What follows belongs to an exercise in optimizing a design on an open flow for small area and a short achievable clock period; a production flow would make more cautious choices. RTL that was checked went through simulation tests only; none was proved equivalent to the original. Power figures rest on the tool's default switching activity, not on a simulated workload.

== oak ==
==> flow/design.v (excerpt) <==
module rs_cluster (
    input  logic         clk,
    input  logic         reset,
    input  logic         flush,
    input  logic         dispatch_valid,
    input  logic [1:0]   dispatch_unit,
    input  logic [5:0]   dispatch_ps1,
    input  logic         dispatch_ps1_valid,
    input  logic [5:0]   dispatch_ps2,
    input  logic         dispatch_ps2_valid,
    input  logic [5:0]   dispatch_pd,
    input  logic [4:0]   dispatch_rob_id,
    input  logic [3:0]   dispatch_op,
    input  logic [7:0]   dispatch_age,
    input  logic [3:0]   cdb_valid,
    input  logic [23:0]  cdb_pd,
    input  logic         alu_ready,
    input  logic         mul_ready,
    input  logic         div_ready,
    output logic         alu_issue_valid,
    output logic         mul_issue_valid,
    output logic         div_issue_valid,
    output logic [26:0]  alu_issue,
    output logic [26:0]  mul_issue,
    output logic [26:0]  div_issue,
    output logic         alu_full,
    output logic         mul_full,
    output logic         div_full
);
    logic        kill;
    logic        in_hit1;
    logic        in_hit2;
    logic        d_ps1_rdy;
    logic        d_ps2_rdy;
    logic [14:0] d_rest;
    assign kill   = reset | flush;
    assign d_rest = {dispatch_pd, dispatch_rob_id, dispatch_op};
    rs_wakeup i_in1 (.tag(dispatch_ps1), .cdb_valid(cdb_valid), .cdb_pd(cdb_pd), .hit(in_hit1));
    rs_wakeup i_in2 (.tag(dispatch_ps2), .cdb_valid(cdb_valid), .cdb_pd(cdb_pd), .hit(in_hit2));
  ...
==> flow/config.mk <==
export PLATFORM = sky130hd
export DESIGN_NAME = rs_cluster
export DESIGN_NICKNAME = rs_cluster
export VERILOG_FILES = /design/flow/design.v
export SDC_FILE = /design/flow/constraint.sdc
export NUM_CORES = 4
export LEC_CHECK = 0
export CAP_MARGIN = 20
export CORE_MARGIN = 2
export CORE_UTILIZATION = 40
export SETUP_SLACK_MARGIN = 5.0
export SLEW_MARGIN = 20
==> flow/constraint.sdc <==
create_clock -name core_clock -period 9.0 [get_ports {clk}]
set_input_delay 1.8000 -clock core_clock [delete_from_list [all_inputs] [get_ports {clk}]]
set_output_delay 1.8000 -clock core_clock [all_outputs]
set_load 0.01 [all_outputs]
standard.sh (not shown) runs the stock make flow with config.mk's settings and CLKGATE_MAP_FILE= SYNTH_SCRIPT=/design/flow/synth_recipe.tcl, a recipe that flattens the netlist after the stock synthesis.
==> flow/flow/run.sh <==
#!/bin/bash
# The standard layout, with plain buf_1 cells as the port buffers and a clock
# tree without dummy loads.
set -euo pipefail
export BUFFER_PORTS_ARGS="-buffer_cell sky130_fd_sc_hd__buf_1"
export CTS_ARGS="-sink_clustering_enable -repair_clock_nets -dont_use_dummy_load -buf_list {sky130_fd_sc_hd__clkbuf_4 sky130_fd_sc_hd__clkbuf_8}"
bash standard.sh > standard_flow.log 2>&1
Looking at the reports, oak completed the entire flow and the layout it produced met the timing, design-rule and antenna checks.
The following lists how pine was set up differently from oak:
- SETUP_SLACK_MARGIN now 4.6, was 5.0
pine against oak: critical path required time closely matched the old numbers; routed wire length level.
Arrival time at the worst endpoint, oak and pine: lower on oak
oak and pine ended up with nearly the same power density over cell area.
No run of this note included a check of the RTL's function; only the layout flow was run.

========
Setup of run 1:
Another version of the RTL of rs_cluster (not shown whole).
Size in the first run: roughly 290 flip-flops, roughly 160 I/O pins, ~16000 sq um of cells after synthesis.
Settings: LEC_CHECK=0, CAP_MARGIN=20, CORE_MARGIN=2, CORE_UTILIZATION=65, PLACE_DENSITY=0.9, SETUP_SLACK_MARGIN=5.0, SLEW_MARGIN=20; clock period 9.0 ns.
==> flow/flow/run.sh <==
#!/bin/bash
# The standard layout, with plain buf_1 cells as the port buffers, a clock
# tree without dummy loads and the ready/flush/issue_valid ports side by side.
set -euo pipefail
export BUFFER_PORTS_ARGS="-buffer_cell sky130_fd_sc_hd__buf_1"
export CTS_ARGS="-sink_clustering_enable -repair_clock_nets -dont_use_dummy_load -sink_clustering_size 14 -sink_clustering_max_diameter 100 -buf_list {sky130_fd_sc_hd__clkbuf_8}"
export PRE_IO_PLACEMENT_TCL="$(pwd)/flow/io.tcl"
bash standard.sh > standard_flow.log 2>&1
==> flow/flow/io.tcl <==
# Keep the ports of the paths from inputs straight to outputs (unit ready and
# flush to issue_valid) next to each other.
set_io_pin_constraint -group -order -pin_names {alu_issue_valid alu_ready flush mul_ready mul_issue_valid div_ready div_issue_valid}
Input-level comparison between run 2 and run 1:
- PLACE_DENSITY: 0.9 -> 0.75
-- flow/flow/run.sh --
<<< run 1, line 5
>>> run 2, line 5
export GPL_KEEP_OVERFLOW=0
## What came out
- Run 2 closes out successfully: all stages finished, all timing, DRC and antenna checks passed.
- Run 2 vs run 1 on met3 track demand over resource in global routing: run 2 is the lower one.
- Going from run 1 to run 2, count of buffers added by post-CTS timing repair for setup shrinks by 1.
- Relative to run 1, the non-clock buffer count in the final layout measured on run 2 has decreased by more than 10%.
- Per the comparison of run 2 with run 1, worst hold margin went down by 17 ps; first-iteration DRC count went down by about 10%.
- Compared to run 1, run 2 has sequential share of layout area 0.46 points higher.
- Critical path depth: run 1 vs run 2 identical
- Reported for run 1 and run 2, number of synthesized register bits turned out identical to the last digit.

========
Setup of job 103:
The RTL this note starts from:
==> flow/design.v <==
package rs_pkg;
    localparam int PR_WIDTH  = 6;
    localparam int ROB_WIDTH = 5;
    localparam int OP_WIDTH  = 4;
    localparam int AGE_WIDTH = 8;
    localparam int ALU_DEPTH = 4;
    localparam int MUL_DEPTH = 2;
    localparam int DIV_DEPTH = 2;
    localparam int NUM_CDB = 4;
    typedef enum logic [1:0] {
        unit_alu,
        unit_mul,
        unit_div
    } rs_unit_e;
    typedef struct packed {
        rs_unit_e              unit;
        logic [PR_WIDTH-1:0]   ps1;
        logic                  ps1_valid;
        logic [PR_WIDTH-1:0]   ps2;
        logic                  ps2_valid;
        logic [PR_WIDTH-1:0]   pd;
        logic [ROB_WIDTH-1:0]  rob_id;
        logic [OP_WIDTH-1:0]   op;
        logic [AGE_WIDTH-1:0]  age;
    } rs_dispatch_t;
    typedef struct packed {
        logic                  busy;
        logic [PR_WIDTH-1:0]   ps1;
        logic                  ps1_valid;
        logic [PR_WIDTH-1:0]   ps2;
        logic                  ps2_valid;
        logic [PR_WIDTH-1:0]   pd;
        logic [ROB_WIDTH-1:0]  rob_id;
        logic [OP_WIDTH-1:0]   op;
        logic [AGE_WIDTH-1:0]  age;
    } rs_entry_t;
    typedef struct packed {
        logic [PR_WIDTH-1:0]   ps1;
        logic [PR_WIDTH-1:0]   ps2;
        logic [PR_WIDTH-1:0]   pd;
        logic [ROB_WIDTH-1:0]  rob_id;
        logic [OP_WIDTH-1:0]   op;
    } rs_issue_t;
    typedef struct packed {
        logic                  valid;
        logic [PR_WIDTH-1:0]   pd;
    } cdb_t;
endpackage
module rs_wakeup (
    input  logic [5:0]  tag,
    input  logic [3:0]  cdb_valid,
    input  logic [23:0] cdb_pd,
    output logic        hit
);
    always_comb begin
        hit = 1'b0;
        for (int b = 0; b < 4; b++) begin
            hit = hit | (cdb_valid[b] && tag == cdb_pd[6*b +: 6]);
        end
    end
endmodule
module rs_station #(
    parameter int DEPTH        = 4,
    parameter bit OLDEST_FIRST = 1'b1
) (
    input  logic         clk,
    input  logic         kill,         
    input  logic         flush,
    input  logic         write,
    input  logic [5:0]   d_ps1,
    input  logic         d_ps1_rdy,    
    input  logic [5:0]   d_ps2,
    input  logic         d_ps2_rdy,
    input  logic [14:0]  d_rest,       
    input  logic [7:0]   d_age,
    input  logic [3:0]   cdb_valid,
    input  logic [23:0]  cdb_pd,
    input  logic         ready,
    output logic         issue_valid,
    output logic [26:0]  issue,
    output logic         full
);
    logic [DEPTH-1:0]        busy;
    logic [DEPTH-1:0][5:0]   ps1;
    logic [DEPTH-1:0][5:0]   ps2;
    logic [DEPTH-1:0]        v1;
    logic [DEPTH-1:0]        v2;
    logic [DEPTH-1:0][14:0]  rest;
    logic [DEPTH-1:0]        sel;
    logic                    any_rdy;
    logic [DEPTH-1:0]        hit1;
    logic [DEPTH-1:0]        hit2;
    logic [DEPTH-1:0]        alloc;
    logic [DEPTH-1:0]        busy_n;
    logic [DEPTH-1:0]        v1_n;
    logic [DEPTH-1:0]        v2_n;
    logic [DEPTH-1:0]        rdy_n;
    logic [DEPTH-1:0]        sel_n;
    logic [DEPTH*8-1:0]      age;
    logic [DEPTH*DEPTH-1:0]  older;
    logic [DEPTH*DEPTH-1:0]  older_n;
    for (genvar i = 0; i < DEPTH; i++) begin : g_wake
        rs_wakeup i_w1 (.tag(ps1[i]), .cdb_valid(cdb_valid), .cdb_pd(cdb_pd), .hit(hit1[i]));
        rs_wakeup i_w2 (.tag(ps2[i]), .cdb_valid(cdb_valid), .cdb_pd(cdb_pd), .hit(hit2[i]));
    end
    assign full        = &busy;
    assign issue_valid = any_rdy && ready && !flush;
    for (genvar i = 0; i < DEPTH; i++) begin : g_alloc
        if (i == 0) begin : g_first
            assign alloc[i] = !busy[i];
        end else begin : g_rest
            assign alloc[i] = !busy[i] & (&busy[i-1:0]);
        end
    end
    always_comb begin
        if (kill) begin
            busy_n = '0;
        end else begin
            busy_n = (busy & ~(sel & {DEPTH{issue_valid}})) | (alloc & {DEPTH{write}});
        end
        for (int i = 0; i < DEPTH; i++) begin
            v1_n[i] = busy[i] ? (v1[i] | hit1[i]) : d_ps1_rdy;
            v2_n[i] = busy[i] ? (v2[i] | hit2[i]) : d_ps2_rdy;
        end
        rdy_n = busy_n & v1_n & v2_n;
    end
    if (OLDEST_FIRST) begin : g_age
        logic [DEPTH-1:0] a_lt;
        logic [DEPTH-1:0] a_gt;
        for (genvar k = 0; k < DEPTH; k++) begin : g_cmp
            rs_age_cmp i_cmp (.a(d_age), .b(age[8*k +: 8]), .lt(a_lt[k]), .gt(a_gt[k]));
        end
        for (genvar i = 0; i < DEPTH; i++) begin : g_row
            always_ff @(posedge clk) begin
                if (!busy[i]) begin
                    age[8*i +: 8] <= d_age;
                end
            end
            for (genvar j = i + 1; j < DEPTH; j++) begin : g_pair
                assign older_n[i*DEPTH+j] = !busy[i] ? !a_gt[j] :
                                            !busy[j] ? !a_lt[i] : older[i*DEPTH+j];
                always_ff @(posedge clk) begin
                    older[i*DEPTH+j] <= older_n[i*DEPTH+j];
                end
            end
        end
        for (genvar i = 0; i < DEPTH; i++) begin : g_sel
            logic [DEPTH-1:0] wins;
            for (genvar j = 0; j < DEPTH; j++) begin : g_w
                if (j < i) begin : g_lo
                    assign wins[j] = !rdy_n[j] | !older_n[j*DEPTH+i];
                end else if (j > i) begin : g_hi
                    assign wins[j] = !rdy_n[j] | older_n[i*DEPTH+j];
                end else begin : g_self
                    assign wins[j] = rdy_n[i];
                end
            end
            assign sel_n[i] = &wins;
        end
    end else begin : g_index
        for (genvar i = 0; i < DEPTH; i++) begin : g_sel
            if (i == 0) begin : g_first
                assign sel_n[i] = rdy_n[i];
            end else begin : g_rest
                assign sel_n[i] = rdy_n[i] & ~|rdy_n[i-1:0];
            end
        end
    end
    always_comb begin
        issue = '0;
        for (int i = 0; i < DEPTH; i++) begin
            issue = issue | ({27{sel[i]}} & {ps1[i], ps2[i], rest[i]});
        end
    end
    always_ff @(posedge clk) begin
        for (int i = 0; i < DEPTH; i++) begin
            if (!busy[i]) begin
                ps1[i]  <= d_ps1;
                ps2[i]  <= d_ps2;
                rest[i] <= d_rest;
            end
        end
        v1      <= v1_n;
        v2      <= v2_n;
        busy    <= busy_n;
        sel     <= sel_n;
        any_rdy <= |rdy_n;
    end
endmodule
module rs_age_cmp (
    input  logic [7:0] a,
    input  logic [7:0] b,
    output logic       lt,
    output logic       gt
);
    always_comb begin
        lt = 1'b0;
        gt = 1'b0;
        for (int i = 0; i < 8; i++) begin
            lt = (!a[i] & b[i]) | (!(a[i] ^ b[i]) & lt);
            gt = (a[i] & !b[i]) | (!(a[i] ^ b[i]) & gt);
        end
    end
endmodule
module rs_cluster (
    input  logic         clk,
    input  logic         reset,
    input  logic         flush,
    input  logic         dispatch_valid,
    input  logic [1:0]   dispatch_unit,
    input  logic [5:0]   dispatch_ps1,
    input  logic         dispatch_ps1_valid,
    input  logic [5:0]   dispatch_ps2,
    input  logic         dispatch_ps2_valid,
    input  logic [5:0]   dispatch_pd,
    input  logic [4:0]   dispatch_rob_id,
    input  logic [3:0]   dispatch_op,
    input  logic [7:0]   dispatch_age,
    input  logic [3:0]   cdb_valid,
    input  logic [23:0]  cdb_pd,
    input  logic         alu_ready,
    input  logic         mul_ready,
    input  logic         div_ready,
    output logic         alu_issue_valid,
    output logic         mul_issue_valid,
    output logic         div_issue_valid,
    output logic [26:0]  alu_issue,
    output logic [26:0]  mul_issue,
    output logic [26:0]  div_issue,
    output logic         alu_full,
    output logic         mul_full,
    output logic         div_full
);
    logic        kill;
    logic        in_hit1;
    logic        in_hit2;
    logic        d_ps1_rdy;
    logic        d_ps2_rdy;
    logic [14:0] d_rest;
    assign kill   = reset | flush;
    assign d_rest = {dispatch_pd, dispatch_rob_id, dispatch_op};
    rs_wakeup i_in1 (.tag(dispatch_ps1), .cdb_valid(cdb_valid), .cdb_pd(cdb_pd), .hit(in_hit1));
    rs_wakeup i_in2 (.tag(dispatch_ps2), .cdb_valid(cdb_valid), .cdb_pd(cdb_pd), .hit(in_hit2));
    assign d_ps1_rdy = dispatch_ps1_valid | in_hit1;
    assign d_ps2_rdy = dispatch_ps2_valid | in_hit2;
    rs_station #(.DEPTH(4), .OLDEST_FIRST(1'b1)) i_alu_station (
        .clk(clk), .kill(kill), .flush(flush),
        .write(dispatch_valid && dispatch_unit == 2'd0),
        .d_ps1(dispatch_ps1), .d_ps1_rdy(d_ps1_rdy),
        .d_ps2(dispatch_ps2), .d_ps2_rdy(d_ps2_rdy),
        .d_rest(d_rest), .d_age(dispatch_age),
        .cdb_valid(cdb_valid), .cdb_pd(cdb_pd),
        .ready(alu_ready),
        .issue_valid(alu_issue_valid), .issue(alu_issue), .full(alu_full)
    );
    rs_station #(.DEPTH(2), .OLDEST_FIRST(1'b0)) i_mul_station (
        .clk(clk), .kill(kill), .flush(flush),
        .write(dispatch_valid && dispatch_unit == 2'd1),
        .d_ps1(dispatch_ps1), .d_ps1_rdy(d_ps1_rdy),
        .d_ps2(dispatch_ps2), .d_ps2_rdy(d_ps2_rdy),
        .d_rest(d_rest), .d_age(dispatch_age),
        .cdb_valid(cdb_valid), .cdb_pd(cdb_pd),
        .ready(mul_ready),
        .issue_valid(mul_issue_valid), .issue(mul_issue), .full(mul_full)
    );
    rs_station #(.DEPTH(2), .OLDEST_FIRST(1'b0)) i_div_station (
        .clk(clk), .kill(kill), .flush(flush),
        .write(dispatch_valid && dispatch_unit == 2'd2),
        .d_ps1(dispatch_ps1), .d_ps1_rdy(d_ps1_rdy),
        .d_ps2(dispatch_ps2), .d_ps2_rdy(d_ps2_rdy),
        .d_rest(d_rest), .d_age(dispatch_age),
        .cdb_valid(cdb_valid), .cdb_pd(cdb_pd),
        .ready(div_ready),
        .issue_valid(div_issue_valid), .issue(div_issue), .full(div_full)
    );
endmodule
Settings: LEC_CHECK=0, CAP_MARGIN=20, CORE_MARGIN=2, CORE_UTILIZATION=40, CTS_BUF_LIST=sky130_fd_sc_hd__clkbuf_4 sky130_fd_sc_hd__clkbuf_8, SETUP_SLACK_MARGIN=4.6, SLEW_MARGIN=20; clock period 9.0 ns.
==> flow/flow/run.sh <==
#!/bin/bash
# The standard layout, with plain buf_1 cells as the port buffers.
set -euo pipefail
export BUFFER_PORTS_ARGS="-buffer_cell sky130_fd_sc_hd__buf_1"
bash standard.sh > standard_flow.log 2>&1
Job 103 did not stop at any stage, and its layout met the timing, design-rule and antenna checks.
Here is what was changed in the inputs of job 102 compared with job 103.
diff --git a/flow/config.mk b/flow/config.mk
--- a/flow/config.mk
+++ b/flow/config.mk
@@ -9,5 +9,3 @@
 export CORE_MARGIN = 2
 export CORE_UTILIZATION = 40
-export CTS_BUF_LIST = sky130_fd_sc_hd__clkbuf_4 sky130_fd_sc_hd__clkbuf_8
-export SETUP_SLACK_MARGIN = 4.6
 export SLEW_MARGIN = 20
[summary]
Delta (job 102 minus job 103): wire length reported by the detailed router fell about 0.9%, hold slack fell 0.0041 ns, worst path buffer plus inverter count about even, setup slack fell 0.11 ns. Of job 102 and job 103, it is job 102 that has the lower count of vias placed by the detailed router. Any difference in detailed-route wire length on metal 1 between job 102 and job 103 is small enough to ignore. Simple-gate share of the synthesized area across job 102 and job 103: no real change. From job 103 to job 102, total placed instance area did not move at all.
No functional check of the RTL was part of any run of this note.

[separate check: timing with driven ports]
The flow's constraints put no driver on any port. The routed layouts listed below were extracted and timed again, unchanged, in two steps. Step 1 assumes that a clkbuf_16 drives the clock port and a buf_2 every other input. Step 2 moves the port delays by t, midway between the first and last clock arrival at a register: inputs arrive t later, outputs are due t later. That takes back most of the time a late clock gives input paths. Three values: ideal, step 1, step 2; two values: the first two.
run	t, ns	slack for setup (ns)	pins driven straight from the clock port
oak	0.665	4.905 / 4.852 / 4.608	1
pine	0.668	4.694 / 4.670 / 4.610	1
run 1	0.611	4.958 / 4.914 / 4.504	1
run 2	0.598	5.000 / 4.961 / 4.444	1
job 103	0.655	4.722 / 4.698 / 4.628	1
job 102	0.577	4.608 / 4.584 / 4.584	1
After both steps setup and hold are still met in every run listed. For run 2, which loses most, drivers alone change the setup slack by -0.039 ns; drivers and shift together by -0.556 ns.
